This is an optimization exercise on Yosys and OpenROAD, whose aim is small area and a short achievable clock period, not a production implementation. Where RTL was checked, it was by simulation tests only, not by an equivalence proof against the original. Power and IR drop assume default switching activity.

Setup of violet:
Design mini_core, start of the top module:
module mini_core
#(
    parameter int WIDTH  = 16,
    parameter int MEM_AW = 4
) (
    input  wire                  clk,
    input  wire                  arst_n,
    input  wire                  word_valid,
    input  wire  [31:0]          word,
    output logic                 busy,
    output logic                 wr_en,
    output logic [REG_AW-1:0]    wr_addr,
    output logic [WIDTH-1:0]     wr_data,
    output logic [NUM_FLAGS-1:0] flags
);
Size: ~2,500 cells after synthesis, ~440 flip-flops, about 60 I/O pins.
export LEC_CHECK = 0
export ABC_AREA = 1
export CAP_MARGIN = 20
export CORE_MARGIN = 2
export CORE_UTILIZATION = 45
export CTS_CLUSTER_DIAMETER = 100
export CTS_CLUSTER_SIZE = 30
export PLACE_DENSITY = 0.6
export SETUP_SLACK_MARGIN = 5.0
export SLEW_MARGIN = 20
export TNS_END_PERCENT = 10
create_clock -name core_clock -period 7.5 [get_ports {clk}]
run.sh (not shown) runs the stock make flow with config.mk's settings and CLKGATE_MAP_FILE= SYNTH_SCRIPT=/design/flow/synth_recipe.tcl, a recipe that flattens the netlist after the stock synthesis.
The final layout from violet, which completed every stage, passed the timing, design-rule and antenna checks at the end of the flow.
Changes in pepper relative to violet:
-- flow/config.mk --
<<< violet, line 10
export CORE_MARGIN = 2
export CORE_UTILIZATION = 45
export CTS_CLUSTER_DIAMETER = 100
export CTS_CLUSTER_SIZE = 30
export PLACE_DENSITY = 0.6
export SETUP_SLACK_MARGIN = 5.0
>>> pepper, line 10
export CORE_MARGIN = 2
export CORE_UTILIZATION = 45
export PLACE_DENSITY = 0.6
export SETUP_SLACK_MARGIN = 5.0
## What came out
- pepper: number of antenna violations at the first check in global routing 1 above violet
- The final layouts of pepper and violet pass the timing, design-rule and antenna checks.
- Proportion of power drawn by combinational gates: pepper vs violet down 5.9 points
- The clock network contribution to total cell area of pepper exceeds that of violet by 3.6 points.
- Design area went up by a few percent going from violet to pepper.
- Diff violet -> pepper | share of total power in the clock network | increase of 9.2 points
- Reported for pepper and violet, number of remaining DRC errors turned out identical to the last digit.
What zinc does differently from pepper at the input level:
-- flow/config.mk --
<<< pepper, line 10
export CORE_MARGIN = 2
export CORE_UTILIZATION = 45
export PLACE_DENSITY = 0.6
export SETUP_SLACK_MARGIN = 5.0
>>> zinc, line 10
export CORE_MARGIN = 2
export CORE_UTILIZATION = 45
export CTS_CLUSTER_DIAMETER = 80
export CTS_CLUSTER_SIZE = 20
export PLACE_DENSITY = 0.6
export SETUP_SLACK_MARGIN = 5.0
## What came out
Between zinc and pepper, it is zinc whose clock network fraction of design power is lower, by 6.4 points. zinc vs pepper on sequential portion of the cell area: zinc is the higher one. zinc vs. pepper: number of logic inverters in the finished layout went down by 0.40%. Vias: zinc below pepper.
For garnet, these inputs were changed with respect to zinc:
-- flow/config.mk --
<<< zinc, line 10
export CORE_MARGIN = 2
export CORE_UTILIZATION = 45
export CTS_CLUSTER_DIAMETER = 80
export CTS_CLUSTER_SIZE = 20
export PLACE_DENSITY = 0.6
export SETUP_SLACK_MARGIN = 5.0
export SLEW_MARGIN = 20
export TNS_END_PERCENT = 10
>>> garnet, line 10
export CORE_MARGIN = 2
export CORE_UTILIZATION = 45
export CTS_CLUSTER_DIAMETER = 100
export CTS_CLUSTER_SIZE = 30
export PLACE_DENSITY = 0.6
export SETUP_SLACK_MARGIN = 4.8
export SLEW_MARGIN = 20
export TNS_END_PERCENT = 10
==> results.txt <==
garnet finished every step from synthesis to the final layout, and the layout passed the timing, design-rule and antenna checks. Re total of clock buffers placed in the layout: zinc was higher than garnet. Lower share of layout cells above drive strength 1 goes to garnet over zinc. garnet vs. zinc: time the worst path needs with I/O delays and setup went up; worst hold slack saw an increase; via count shows a reduction of about 1.7%. [garnet] total power after layout fell 7.5% relative to zinc. Met3 usage (lower): zinc. Relative contribution of the clock network to total power: lower on garnet. Post-cts repair resize count for garnet: 160 down relative to zinc. Of zinc and garnet, zinc shows the higher setup slack, with garnet below it. | transition time of the tightest slew-check pin | garnet vs zinc | 0.096 ns higher |.

========
Setup of run A:
Another version of the RTL of mini_core (not shown whole).
For scale: about 1700 cells after synthesis, ~440 flip-flops.
Design mini_core, start of the top module:
module mini_core
#(
    parameter int WIDTH  = 16,
    parameter int MEM_AW = 4
) (
    input  wire                  clk,
    input  wire                  arst_n,
    input  wire                  word_valid,
    input  wire  [31:0]          word,
    output logic                 busy,
    output logic                 wr_en,
    output logic [REG_AW-1:0]    wr_addr,
    output logic [WIDTH-1:0]     wr_data,
    output logic [NUM_FLAGS-1:0] flags
);
clock: 7.5 ns
lec_check: 0
abc_clock_period_in_ps: 2500
cap_margin: 20
core_margin: 2
core_utilization: 60
place_density: 0.7
setup_slack_margin: 4.5
slew_margin: 20
No stage failed in run A, and the final checks on the layout all came back clean.
[inputs] run B vs run A
- SETUP_SLACK_MARGIN changed from 4.5 to 5.0
- TNS_END_PERCENT newly set to 10
- PLACE_DENSITY changed from 0.7 to 0.6
- CORE_UTILIZATION changed from 60 to 45
- ABC_CLOCK_PERIOD_IN_PS changed from 2500 to 2000
Findings:
- Comparing clock network fraction of total power for run A and run B, the smaller number came from run A.
- Fmax: run B higher than run A
- Run B vs run A: overall track demand over capacity in global routing down
- Layout clock buffer count, run A and run B, higher one = run B.
Edits applied to the flow inputs when going from run B to run C:
- removing TNS_END_PERCENT (formerly 10)
- changing SETUP_SLACK_MARGIN from 5.0 to 4.5
- changing ABC_CLOCK_PERIOD_IN_PS from 2000 to 2500
## What came out
Diff run B -> run C: area growth from synthesis to layout moved up, worst setup slack moved down. When run C is measured against run B, its count of clock-buffer cells in the layout turns out 3.4% higher. Data required time at the worst endpoint: run B vs run C — no meaningful difference. Footprint of the multi-input gates for run C: 280 um2 up relative to run B. NOTE pin count of the biggest net entering global routing run B->run C increased by more than a quarter. Non-clock buffer count ends up lower on run B.
Function was not checked in any run of this note: the RTL went through the layout flow alone.

========
run 1:
mini_core, a different RTL version from the one above (not shown whole).
Size: ~1900 cells after synthesis, roughly 440 flip-flops.
Settings: LEC_CHECK=0, ABC_CLOCK_PERIOD_IN_PS=3000, CAP_MARGIN=20, CORE_MARGIN=2, CORE_UTILIZATION=45, PLACE_DENSITY=0.6, SETUP_SLACK_MARGIN=3.5, SLEW_MARGIN=20; clock period 7.5 ns.
Run 1 completed every stage of the flow, and the final layout passed the timing, design-rule and antenna checks.
The inputs of run 2 differ from those of run 1 as listed below.
# run 1
export LEC_CHECK = 0
export ABC_CLOCK_PERIOD_IN_PS = 3000
export CAP_MARGIN = 20
export CORE_MARGIN = 2
export CORE_UTILIZATION = 45
export PLACE_DENSITY = 0.6
export SETUP_SLACK_MARGIN = 3.5
export SLEW_MARGIN = 20
create_clock -name core_clock -period 7.5 [get_ports {clk}]
# run 2
export LEC_CHECK = 0
export CAP_MARGIN = 20
export CORE_MARGIN = 2
export CORE_UTILIZATION = 45
export PLACE_DENSITY = 0.6
export SLEW_MARGIN = 20
create_clock -name core_clock -period 7.5 [get_ports {clk}]
--- outcome ---
Looking at the reports, run 2 completed the entire flow and the layout it produced met the timing, design-rule and antenna checks.
Design area for run 2: about 1.3% down relative to run 1
Run 2 vs. run 1: minimum period implied by the final worst setup slack rose 0.51 ns; met1 wire length shows a reduction of about 1.4%; count of nets after finishing decreased 14; wire length of the first global-routing pass dropped 660 um; share of post-route cells with drive strength above 1 fell 1.3 points.
Run 2: count of buffer and inverter cells on the critical path 3 below run 1
Per the comparison of run 2 with run 1, total net switching power lower, multi-input combinational cell area lower, routed wire length lower.
No functional check of the RTL was part of any run of this note.

========
The RTL this note starts from:
==> flow/design.v <==
`default_nettype none
package cpu_pkg;
    localparam int REG_AW    = 3;
    localparam int NUM_REGS  = 6;   
    localparam int NUM_FLAGS = 4;
endpackage
`default_nettype wire
`timescale 1ns/1ns
`default_nettype none
import cpu_pkg::*;
module mini_core
#(
    parameter int WIDTH  = 16,
    parameter int MEM_AW = 4
) (
    input  wire                  clk,
    input  wire                  arst_n,
    input  wire                  word_valid,
    input  wire  [31:0]          word,
    output logic                 busy,
    output logic                 wr_en,
    output logic [REG_AW-1:0]    wr_addr,
    output logic [WIDTH-1:0]     wr_data,
    output logic [NUM_FLAGS-1:0] flags
);
    localparam logic [3:0] K_ADD  = 4'd0;
    localparam logic [3:0] K_SUB  = 4'd1;
    localparam logic [3:0] K_AND  = 4'd2;
    localparam logic [3:0] K_OR   = 4'd3;
    localparam logic [3:0] K_XOR  = 4'd4;
    localparam logic [3:0] K_SHL  = 4'd5;
    localparam logic [3:0] K_SHR  = 4'd6;
    localparam logic [3:0] K_MOV  = 4'd7;
    localparam logic [3:0] K_MOVF = 4'd8;
    localparam logic [3:0] K_LD   = 4'd9;
    localparam logic [3:0] K_MOVH = 4'd11;
    localparam logic [3:0] K_MOVL = 4'd12;
    logic        accept;
    logic [15:5] lo_half;
    assign accept = word_valid && !busy;
    always_ff @(posedge clk or negedge arst_n) begin
        if (!arst_n)
            busy <= 1'b0;
        else
            busy <= accept && !word[31];
    end
    always_ff @(posedge clk)
        lo_half <= word[15:5];
    localparam int DW = 13;
    function automatic logic [DW-1:0] dec_half(input logic v, input logic [15:5] h);
        logic aok, bok, we, st, sf;
        aok = (h[11:9] < 3'd6);
        bok = (h[8:6] < 3'd6);
        we  = v && ((h[15:12] <= 4'd7 && aok && bok) ||
                    (h[15:12] == 4'd8 && aok) ||
                    (h[15:12] == 4'd9 && aok && bok));
        st  = v && h[15:12] == 4'd10 && aok && bok;
        sf  = v && h[15:12] <= 4'd6 && aok && bok && h[5];
        dec_half = {we, st, sf, h[15:12], h[11:9], h[8:6]};
    endfunction
    function automatic logic [DW-1:0] dec_long(input logic v, input logic [4:0] code);
        logic [2:0] ra;
        if (code >= 5'd12) begin
            ra = 3'(code - 5'd12);
            dec_long = {v && code < 5'd18, 2'b00, K_MOVL, ra, 3'd0};
        end else begin
            ra = 3'(code - 5'd6);
            dec_long = {v && code >= 5'd6, 2'b00, K_MOVH, ra, 3'd0};
        end
    endfunction
    logic [DW-1:0] dec_nxt;
    logic          slot_we, slot_st, slot_sf;
    logic [3:0]    slot_k;
    logic [2:0]    slot_ra, slot_rb;
    logic [7:0]    slot_imm;
    logic          slot_sub, slot_shr;
    always_comb begin
        if (busy)
            dec_nxt = dec_half(1'b1, lo_half);
        else if (word[31])
            dec_nxt = dec_long(accept, word[13:9]);
        else
            dec_nxt = dec_half(accept, word[31:21]);
    end
    always_ff @(posedge clk or negedge arst_n) begin
        if (!arst_n) begin
            slot_we <= 1'b0;
            slot_st <= 1'b0;
            slot_sf <= 1'b0;
        end else begin
            {slot_we, slot_st, slot_sf} <= dec_nxt[DW-1:DW-3];
        end
    end
    always_ff @(posedge clk) begin
        {slot_k, slot_ra, slot_rb} <= dec_nxt[9:0];
        slot_sub <= (dec_nxt[9:6] == K_SUB);
        slot_shr <= (dec_nxt[9:6] == K_SHR);
        slot_imm <= word[23:16];
    end
    logic [WIDTH-1:0] regs [NUM_REGS];
    logic [WIDTH-1:0] mem  [2**MEM_AW];
    logic [WIDTH-1:0] a, b, mem_rd, res;
    logic [WIDTH-1:0] rd_a, rd_b;
    logic [2:0]       nra, nrb;
    assign nra  = dec_nxt[5:3];
    assign nrb  = dec_nxt[2:0];
    assign rd_a = nra[2] ? regs[{2'b10, nra[0]}] : regs[nra];
    assign rd_b = nrb[2] ? regs[{2'b10, nrb[0]}] : regs[nrb];
    always_ff @(posedge clk) begin
        a <= (slot_we && slot_ra == nra) ? res : rd_a;
        b <= (slot_we && slot_ra == nrb) ? res : rd_b;
    end
    assign mem_rd = mem[b[MEM_AW-1:0]];
    logic [WIDTH-1:0] bx, pg_p, pg_g, gg, pp, sum, sh_in, sh_out, sh_rev;
    logic [WIDTH:0]   cy;
    logic             carry, ovf, is_arith;
    assign is_arith = (slot_k == K_ADD) || (slot_k == K_SUB);
    assign bx       = b ^ {WIDTH{slot_sub}};
    assign pg_p     = a ^ bx;
    assign pg_g     = a & bx;
    always_comb begin
        gg = pg_g;
        pp = pg_p;
        gg[0] = pg_g[0] | (pg_p[0] & slot_sub);
        for (int l = 0; l < 4; l++) begin
            for (int i = WIDTH - 1; i > 0; i--) begin
                if (i >= (1 << l)) begin
                    gg[i] = gg[i] | (pp[i] & gg[i-(1<<l)]);
                    pp[i] = pp[i] & pp[i-(1<<l)];
                end
            end
        end
    end
    assign cy    = {gg, slot_sub};
    assign sum   = pg_p ^ cy[WIDTH-1:0];
    assign carry = is_arith && (cy[WIDTH] ^ slot_sub);   
    assign ovf   = is_arith && (cy[WIDTH] ^ cy[WIDTH-1]);
    always_comb begin
        for (int i = 0; i < WIDTH; i++)
            sh_in[i] = slot_shr ? a[WIDTH-1-i] : a[i];
    end
    assign sh_out = sh_in << b[3:0];
    always_comb begin
        for (int i = 0; i < WIDTH; i++)
            sh_rev[i] = sh_out[WIDTH-1-i];
    end
    always_comb begin
        case (slot_k)
            K_ADD, K_SUB: res = sum;
            K_AND:        res = pg_g;
            K_OR:         res = pg_g | pg_p;
            K_XOR:        res = pg_p;
            K_SHL:        res = sh_out;
            K_SHR:        res = sh_rev;
            K_MOV:        res = b;
            K_MOVF:       res = WIDTH'(flags);
            K_LD:         res = mem_rd;
            K_MOVH:       res = {slot_imm, a[7:0]};
            K_MOVL:       res = {a[15:8], slot_imm};
            default:      res = b;
        endcase
    end
    always_ff @(posedge clk or negedge arst_n) begin
        if (!arst_n) begin
            for (int i = 0; i < NUM_REGS; i++)
                regs[i] <= '0;
        end else if (slot_we) begin
            regs[slot_ra] <= res;
        end
    end
    always_ff @(posedge clk) begin
        if (slot_st)
            mem[b[MEM_AW-1:0]] <= a;
    end
    logic pend_sf, pend_c, pend_v;
    always_ff @(posedge clk or negedge arst_n) begin
        if (!arst_n) begin
            wr_en   <= 1'b0;
            pend_sf <= 1'b0;
            flags   <= '0;
        end else begin
            wr_en   <= slot_we;
            pend_sf <= slot_sf;
            if (pend_sf)
                flags <= {wr_data == '0, pend_v, wr_data[WIDTH-1], pend_c};
        end
    end
    always_ff @(posedge clk) begin
        wr_addr <= slot_ra;
        wr_data <= res;
        pend_c  <= carry;
        pend_v  <= ovf;
    end
endmodule
`default_nettype wire
==> flow/config.mk <==
export PLATFORM = sky130hd
export DESIGN_NAME = mini_core
export DESIGN_NICKNAME = mini_core
export VERILOG_FILES = /design/flow/design.v
export SDC_FILE = /design/flow/constraint.sdc
export NUM_CORES = 4
export LEC_CHECK = 0
export ABC_CLOCK_PERIOD_IN_PS = 2500
export CAP_MARGIN = 20
export CORE_MARGIN = 2
export CORE_UTILIZATION = 45
export PLACE_DENSITY = 0.6
export SETUP_SLACK_MARGIN = 4.5
export SLEW_MARGIN = 20
==> flow/constraint.sdc <==
create_clock -name core_clock -period 7.5 [get_ports {clk}]
set_input_delay 1.5000 -clock core_clock [delete_from_list [all_inputs] [get_ports {clk}]]
set_output_delay 1.5000 -clock core_clock [all_outputs]
set_load 0.01 [all_outputs]
Edit:
--- a/flow/config.mk
+++ b/flow/config.mk
@@ -8 +8 @@
-export ABC_CLOCK_PERIOD_IN_PS = 2500
+export ABC_AREA = 1
@@ -13 +13 @@
-export SETUP_SLACK_MARGIN = 4.5
+export SETUP_SLACK_MARGIN = 5.0
@@ -14,0 +15 @@
+export TNS_END_PERCENT = 10
After rerunning: The changed run finished clean. Utilization falls by 1.2 points. First-iteration DRC count rises by well over a third. Via count rises by a quarter to a third.

========
mini_core, a different RTL version from the one above (not shown whole).
Size: roughly 2600 cells after synthesis, about 440 flip-flops, about 60 I/O pins, about 22000 um2 of cells after synthesis.
clock: 7.5 ns
lec_check: 0
abc_area: 1
cap_margin: 20
core_margin: 2
core_utilization: 60
cts_cluster_diameter: 100
cts_cluster_size: 25
place_density: 0.7
setup_slack_margin: 5.0
slew_margin: 20
tns_end_percent: 10
The starting point finished clean.
Rerun with:
--- a/flow/config.mk
+++ b/flow/config.mk
@@ -9,8 +9,8 @@
 export CAP_MARGIN = 20
 export CORE_MARGIN = 2
-export CORE_UTILIZATION = 60
+export CORE_UTILIZATION = 55
 export CTS_CLUSTER_DIAMETER = 100
-export CTS_CLUSTER_SIZE = 25
-export PLACE_DENSITY = 0.7
+export CTS_CLUSTER_SIZE = 30
+export PLACE_DENSITY = 0.65
 export SETUP_SLACK_MARGIN = 5.0
 export SLEW_MARGIN = 20
Final area grows slightly.
Synthesized cell count stays the same.
Wire length grows slightly.
Count of clock-buffer cells in the layout shrinks by 7.
Fmax barely changes.
Worst setup slack barely changes.
Hold slack stays flat.
Synthesized area stays the same.
Register-to-register slack is about the same.

-- port drivers added, routing unchanged --
Ports are ideal in the flow. The routed layouts listed here were re-timed in OpenROAD.
Step 1: set_driving_cell puts a clkbuf_16 on clk and a buf_2 on each other input, an assumption about the parent block.
Step 2 moves the port delays by t, midway between the first and last clock arrival at a register: inputs arrive t later, outputs are due t later. That takes back most of the time a late clock gives input paths.
a / b / c = ideal ports / drivers / drivers and shift; a / b = the first two.
run	t (ns)	setup slack, ns	clock arrival spread, ns	worst register clock-pin slew, ns
violet	0.613	4.829 / 4.768 / 4.428	0.048 / 0.048	0.12 / 0.12
pepper	0.653	4.840 / 4.780 / 4.374	0.043 / 0.044	0.06 / 0.06
zinc	0.665	4.796 / 4.736 / 4.389	0.030 / 0.030	0.09 / 0.09
garnet	0.609	4.726 / 4.669 / 4.207	0.046 / 0.045	0.12 / 0.12
run A	0.624	4.288 / 4.288 / 3.992	0.020 / 0.020	0.06 / 0.06
run B	0.633	4.385 / 4.385 / 3.957	0.016 / 0.017	0.07 / 0.07
run C	0.645	4.363 / 4.363 / 3.842	0.029 / 0.029	0.07 / 0.07
run 1	0.643	3.614 / 3.614 / 3.136	0.028 / 0.029	0.07 / 0.07
run 2	0.643	3.108 / 3.108 / 2.975	0.028 / 0.028	0.07 / 0.07
the first run of note 4	0.645	4.363 / 4.363 / 3.842	0.029 / 0.029	0.07 / 0.07
the second run of note 4	0.649	4.852 / 4.791 / 4.235	0.049 / 0.049	0.07 / 0.07
the first run of note 5	0.605	4.819 / 4.762 / 4.276	0.030 / 0.030	0.11 / 0.11
the second run of note 5	0.619	4.819 / 4.761 / 4.271	0.024 / 0.024	0.12 / 0.12
After both steps every run listed still meets setup and hold. For the second run of note 4, which loses most, drivers alone change the setup slack by -0.061 ns; drivers and shift together by -0.617 ns.
